This is an optimization exercise on Yosys and OpenROAD, whose aim is small area and a short achievable clock period, not a production implementation. Where RTL was checked, it was by simulation tests only, not by an equivalence proof against the original. Power figures rest on the tool's default switching activity, not on a simulated workload.

==> flow/design.v (excerpt) <==
module csv_record_parse_and_hash #(
  parameter int NUM_BUCKETS = crph_pkg::NUM_BUCKETS_DEF
) (
  input  logic         clk,
  input  logic         rst_n,
  input  logic         in_tvalid,
  output logic         in_tready,
  input  logic [7:0]   in_tdata,    
  input  logic         in_tlast,    
  output logic         out_tvalid,
  input  logic         out_tready,
  output logic [103:0] out_tdata,   
  output logic [1:0]   out_tuser    
);
clock: 5.5 ns
lec_check: 0
abc_area: 1
cap_margin: 20
core_margin: 2
core_utilization: 60
cts_buf_list: sky130_fd_sc_hd__clkbuf_4 sky130_fd_sc_hd__clkbuf_8
place_density: 0.75
setup_slack_margin: 2.6
slew_margin: 20
tns_end_percent: 30
standard.sh (not shown) runs the stock make flow with config.mk's settings and CLKGATE_MAP_FILE= SYNTH_SCRIPT=/design/flow/synth_recipe.tcl, a recipe that flattens the netlist after the stock synthesis.
==> flow/flow/run.sh <==
#!/bin/bash
# The standard layout (standard.sh), with the port buffers made of the smallest
# plain buffer instead of the resizer's default choice. Every input and output
# port still gets its own buffer.
set -euo pipefail
export BUFFER_PORTS_ARGS="-buffer_cell sky130_fd_sc_hd__buf_1"
bash standard.sh > standard_flow.log 2>&1
The starting point completed without violations.
==> next run, changes <==
Settings changed: SETUP_SLACK_MARGIN 2.6 to 2.7, TNS_END_PERCENT 30 to 10.
The changed run went through all stages and came out clean; non-clock buffer count falls by 6; critical path depth climbs by 2; maximum frequency is about the same.


csv_record_parse_and_hash, a different RTL version from the one above (not shown whole).
Size in the first run: about 170 flip-flops, roughly 120 I/O pins, roughly 13,000 µm² of cells after synthesis.
==> flow/config.mk <==
export PLATFORM = sky130hd
export DESIGN_NAME = csv_record_parse_and_hash
export DESIGN_NICKNAME = csv_record_parse_and_hash
export VERILOG_FILES = /design/flow/design.v
export SDC_FILE = /design/flow/constraint.sdc
export NUM_CORES = 4
export LEC_CHECK = 0
export CAP_MARGIN = 20
export CORE_MARGIN = 2
export CORE_UTILIZATION = 60
export CTS_BUF_LIST = sky130_fd_sc_hd__clkbuf_4 sky130_fd_sc_hd__clkbuf_8
export PLACE_DENSITY = 0.75
export SETUP_SLACK_MARGIN = 2.4
export SLEW_MARGIN = 20
==> flow/constraint.sdc <==
create_clock -name core_clock -period 5.5 [get_ports {clk}]
set_input_delay 1.1000 -clock core_clock [delete_from_list [all_inputs] [get_ports {clk}]]
set_output_delay 1.1000 -clock core_clock [all_outputs]
set_load 0.01 [all_outputs]
Scripts as last shown in full above: flow/flow/run.sh
The first run went through all stages and came out clean.
Edit:
Settings changed: SETUP_SLACK_MARGIN 2.4 to 2.0.
Effect: Clock-buffer cell count is unchanged. Design area went down by 12%. Via count went down by 10%. Non-clock buffer count went down by 103. Global-route usage went down by 2.8 points.
Edit:
Settings changed: PLACE_DENSITY 0.75 to 0.7, SETUP_SLACK_MARGIN 2.0 to 1.5.
Effect:
- non-clock buffer count drops by 46
- sequential power is about the same
- final area went down by 4.9%
- wire length goes down by 5.6%
Edit:
Settings changed: PLACE_DENSITY 0.7 to 0.75.
=> Non-clock buffer count is lower by 5; wire length shrinks slightly; die area stays the same; clock-buffer cell count is unchanged; power came out higher slightly; setup slack improved by 0.0048 ns; final cell count hardly moves; utilization stays flat; global-route usage is lower by 0.67 points; combinational power stays flat.
No run of this note included a check of the RTL's function; only the layout flow was run.


Another version of the RTL of csv_record_parse_and_hash (not shown whole).
Size: about 160 flip-flops, ~120 I/O pins, about 13000 µm² of cells after synthesis.
==> flow/design.v (excerpt) <==
module csv_record_parse_and_hash #(
  parameter int NUM_BUCKETS = crph_pkg::NUM_BUCKETS_DEF
) (
  input  logic         clk,
  input  logic         rst_n,
  input  logic         in_tvalid,
  output logic         in_tready,
  input  logic [7:0]   in_tdata,    
  input  logic         in_tlast,    
  output logic         out_tvalid,
  input  logic         out_tready,
  output logic [103:0] out_tdata,   
  output logic [1:0]   out_tuser    
);
  localparam logic [2:0] S_START      = 3'd0;
  localparam logic [2:0] S_RANK       = 3'd1;
  localparam logic [2:0] S_OPEN_CITY  = 3'd2;
  localparam logic [2:0] S_CITY       = 3'd3;
  localparam logic [2:0] S_AFTER_CITY = 3'd4;
  localparam logic [2:0] S_POP_OPEN   = 3'd5;
  localparam logic [2:0] S_POP        = 3'd6;
  localparam logic [2:0] S_SKIP       = 3'd7;
  logic        skid_v;           
  logic [7:0]  skid_b;
  logic        skid_l;
  logic        out_v;            
  logic        out_acc;          
  logic        out_err;          
  logic        out_gp;           
  logic        out_gc;           
  logic [19:0] q_rank;           
  logic        q_rsat;           
  logic [31:0] q_pop;
  logic        q_psat;           
  logic [2:0]  state;
  logic [19:0] rank;             
  logic        rank_sat;
  logic [15:0] acc_lo;
  logic [15:0] acc_hi;
  logic [3:0]  acc_c;            
  logic        acc_hp;           
  logic        acc_sat;          
  logic [9:0]  len;
  logic [8:0]  sum;
  logic [8:0]  px;               
  logic        cb_r;             
  logic        p2_r;             
  logic        p3_r;             
  logic        cpend;            
  logic       ob_free;
  logic [7:0] b;
  ...
make LEC_CHECK=0 CAP_MARGIN=20 CORE_MARGIN=2 CORE_UTILIZATION=60 PLACE_DENSITY=0.75 SETUP_SLACK_MARGIN=1.5 SLEW_MARGIN=20 finish   # period 5.5 ns
run.sh (not shown) runs the stock make flow with config.mk's settings and CLKGATE_MAP_FILE= SYNTH_SCRIPT=/design/flow/synth_recipe.tcl, a recipe that flattens the netlist after the stock synthesis.
Stock flow here: none of the scripts above is used.
Rerun with:
--- a/flow/config.mk
+++ b/flow/config.mk
@@ -11,3 +11,3 @@
 export PLACE_DENSITY = 0.75
-export SETUP_SLACK_MARGIN = 1.5
+export SETUP_SLACK_MARGIN = 2.2
 export SLEW_MARGIN = 20
Result:
- The new run finished with timing, DRC and antenna clean
- combinational power rises by 59%
- routed wire length rises by 22%
- cell area rises by 15%
- worst setup slack got worse by 0.011 ns
- sequential power falls by about 2%
- via count rises by 11%
- synthesized cell count stays the same
- maximum frequency stays flat
- global-route usage rises by 4.1 points
- first-iteration DRC count rises by 40%
No functional check of the RTL was part of any run of this note.


Another version of the RTL of csv_record_parse_and_hash (not shown whole).
Size: ~1300 cells after synthesis, ~160 flip-flops, about 120 I/O pins.
clock: 5.5 ns
lec_check: 0
cap_margin: 20
core_margin: 2
core_utilization: 60
cts_buf_list: sky130_fd_sc_hd__clkbuf_4 sky130_fd_sc_hd__clkbuf_8
place_density: 0.75
setup_slack_margin: 2.0
slew_margin: 20
tns_end_percent: 10
standard.sh (not shown) runs the stock make flow with config.mk's settings and CLKGATE_MAP_FILE= SYNTH_SCRIPT=/design/flow/synth_recipe.tcl, a recipe that flattens the netlist after the stock synthesis.
Scripts as last shown in full above: flow/flow/run.sh
Change:
- ABC_AREA: unset -> 1
- SETUP_SLACK_MARGIN: 2.0 -> 2.2
After rerunning: The changed run completed with no timing, DRC or antenna violations. Area after synthesis rose by 5.5%. Routed wire length rose by 7.4%. Clock power rose by 7.5%. Register-to-register slack is better by 310 ps. Global-route usage rose by 0.58 points. Worst setup slack is better by 240 ps. Final area rose by 4.0%. Total power rose by 28%. Flip-flop and latch count stays the same. Synthesized cell count rose by 41%.
Change:
- SETUP_SLACK_MARGIN: 2.2 -> 2.4
After rerunning: The changed run finished clean. Combinational power came out higher by about 3%. Die area stays the same. Hold slack got worse by 9.7 ps. Global-route usage came out higher by 0.44 points.


Another version of the RTL of csv_record_parse_and_hash (not shown whole).
Size: roughly 1300 cells after synthesis, about 160 flip-flops, about 13000 µm² of cells after synthesis.
## csv_record_parse_and_hash
module csv_record_parse_and_hash #(
  parameter int NUM_BUCKETS = crph_pkg::NUM_BUCKETS_DEF
) (
  input  logic         clk,
  input  logic         rst_n,
  input  logic         in_tvalid,
  output logic         in_tready,
  input  logic [7:0]   in_tdata,    
  input  logic         in_tlast,    
  output logic         out_tvalid,
  input  logic         out_tready,
  output logic [103:0] out_tdata,   
  output logic [1:0]   out_tuser    
);
  localparam logic [2:0] S_START      = 3'd0;
  localparam logic [2:0] S_RANK       = 3'd1;
  localparam logic [2:0] S_OPEN_CITY  = 3'd2;
  localparam logic [2:0] S_CITY       = 3'd3;
  localparam logic [2:0] S_AFTER_CITY = 3'd4;
  localparam logic [2:0] S_POP_OPEN   = 3'd5;
  localparam logic [2:0] S_POP        = 3'd6;
  localparam logic [2:0] S_SKIP       = 3'd7;
  logic        skid_v;           
  logic [7:0]  skid_b;
  logic        skid_l;
  logic        out_v;            
  logic        out_acc;          
  logic        out_err;          
  logic        out_gp;           
  logic        out_gc;           
  logic [19:0] q_rank;           
  logic        q_rsat;           
  logic [31:0] q_pop;
  logic        q_psat;           
  logic [2:0]  state;
  logic [19:0] rank;             
  logic        rank_sat;
  logic [15:0] acc_lo;
  logic [15:0] acc_hi;
  logic [3:0]  acc_c;            
  logic        acc_hp;           
  logic        acc_sat;          
  logic [9:0]  len;
  logic [8:0]  sum;
  logic [8:0]  px;               
  logic        cb_r;             
  logic        p2_r;             
  logic        p3_r;             
  logic        cpend;            
  logic       ob_free;
  logic [7:0] b;
  logic       last;
  logic       bv;
  logic       is_digit, is_comma, is_quote, is_paren;
  logic [3:0] digit;
  logic [2:0] state_nxt;
  logic       emit;
  logic       acc_word;
  logic       city_word;
  ...
Settings: LEC_CHECK=0, CAP_MARGIN=20, CORE_MARGIN=2, CORE_UTILIZATION=60, CTS_BUF_LIST=sky130_fd_sc_hd__clkbuf_4 sky130_fd_sc_hd__clkbuf_8, PLACE_DENSITY=0.75, SETUP_SLACK_MARGIN=2.0, SLEW_MARGIN=20, TNS_END_PERCENT=0; clock period 5.5 ns.
Scripts as last shown in full above: flow/flow/run.sh
The first run passed the timing, design-rule and antenna checks.
Then changed:
- TNS_END_PERCENT: 0 -> 10
Outcome: Non-clock buffer count shrinks by 19. Final cell count shrinks by 1.1%. Fmax shrinks by 1.9%. Sequential share of layout area grows by 0.57 points. Synthesized area stays the same. Total power shrinks by 3.3%. Register-to-register slack improves by 0.02 ns.
Then changed:
- SETUP_SLACK_MARGIN: 2.0 -> 2.2
=>
- clock-buffer cell count is unchanged
- clock power rose by 2.7%
- total power rose by 9.6%

[static timing again, ports no longer ideal]
Ports are ideal in the flow. The routed layouts listed here were re-timed in OpenROAD. Step 1 assumes that a clkbuf_16 drives the clock port and a buf_2 every other input. Step 2 moves the port delays by t, midway between the first and last clock arrival at a register: inputs arrive t later, outputs are due t later. That takes back most of the time a late clock gives input paths. Three values: no drivers, after step 1, after step 2; two values: the first two.
| run | shift t [ns] | slack for setup (ns) | latest minus earliest clock arrival (ns) | worst data-port slew with drivers (ns) |
|---|---|---|---|---|
| the first run of note 1 | 0.498 | 2.474 / 2.474 / 2.251 | 0.020 / 0.020 | 0.03 |
| the second run of note 1 | 0.501 | 2.472 / 2.472 / 2.195 | 0.025 / 0.024 | 0.03 |
| the first run of note 2 | 0.522 | 1.615 / 1.615 / 1.444 | 0.032 / 0.033 | 0.04 |
| the second run of note 2 | 0.503 | 1.939 / 1.939 / 1.565 | 0.020 / 0.020 | 0.04 |
| the third run of note 2 | 0.510 | 1.639 / 1.608 / 1.198 | 0.016 / 0.015 | 0.06 |
| the fourth run of note 2 | 0.522 | 1.644 / 1.644 / 1.214 | 0.018 / 0.019 | 0.05 |
| the first run of note 3 | 0.474 | 1.637 / 1.637 / 1.201 | 0.014 / 0.015 | 0.03 |
| the second run of note 3 | 0.486 | 1.626 / 1.629 / 1.143 | 0.014 / 0.014 | 0.05 |
| the first run of note 4 | 0.508 | 1.978 / 1.965 / 1.495 | 0.018 / 0.018 | 0.03 |
| the second run of note 4 | 0.496 | 2.217 / 2.174 / 2.016 | 0.019 / 0.018 | 0.03 |
| the third run of note 4 | 0.497 | 2.182 / 2.139 / 2.008 | 0.020 / 0.021 | 0.03 |
| the first run of note 5 | 0.518 | 2.014 / 1.979 / 1.598 | 0.021 / 0.021 | 0.03 |
| the second run of note 5 | 0.506 | 1.946 / 1.910 / 1.583 | 0.017 / 0.016 | 0.04 |
| the third run of note 5 | 0.521 | 1.897 / 1.897 / 1.752 | 0.012 / 0.012 | 0.03 |
After both steps setup and hold are still met in every run listed.
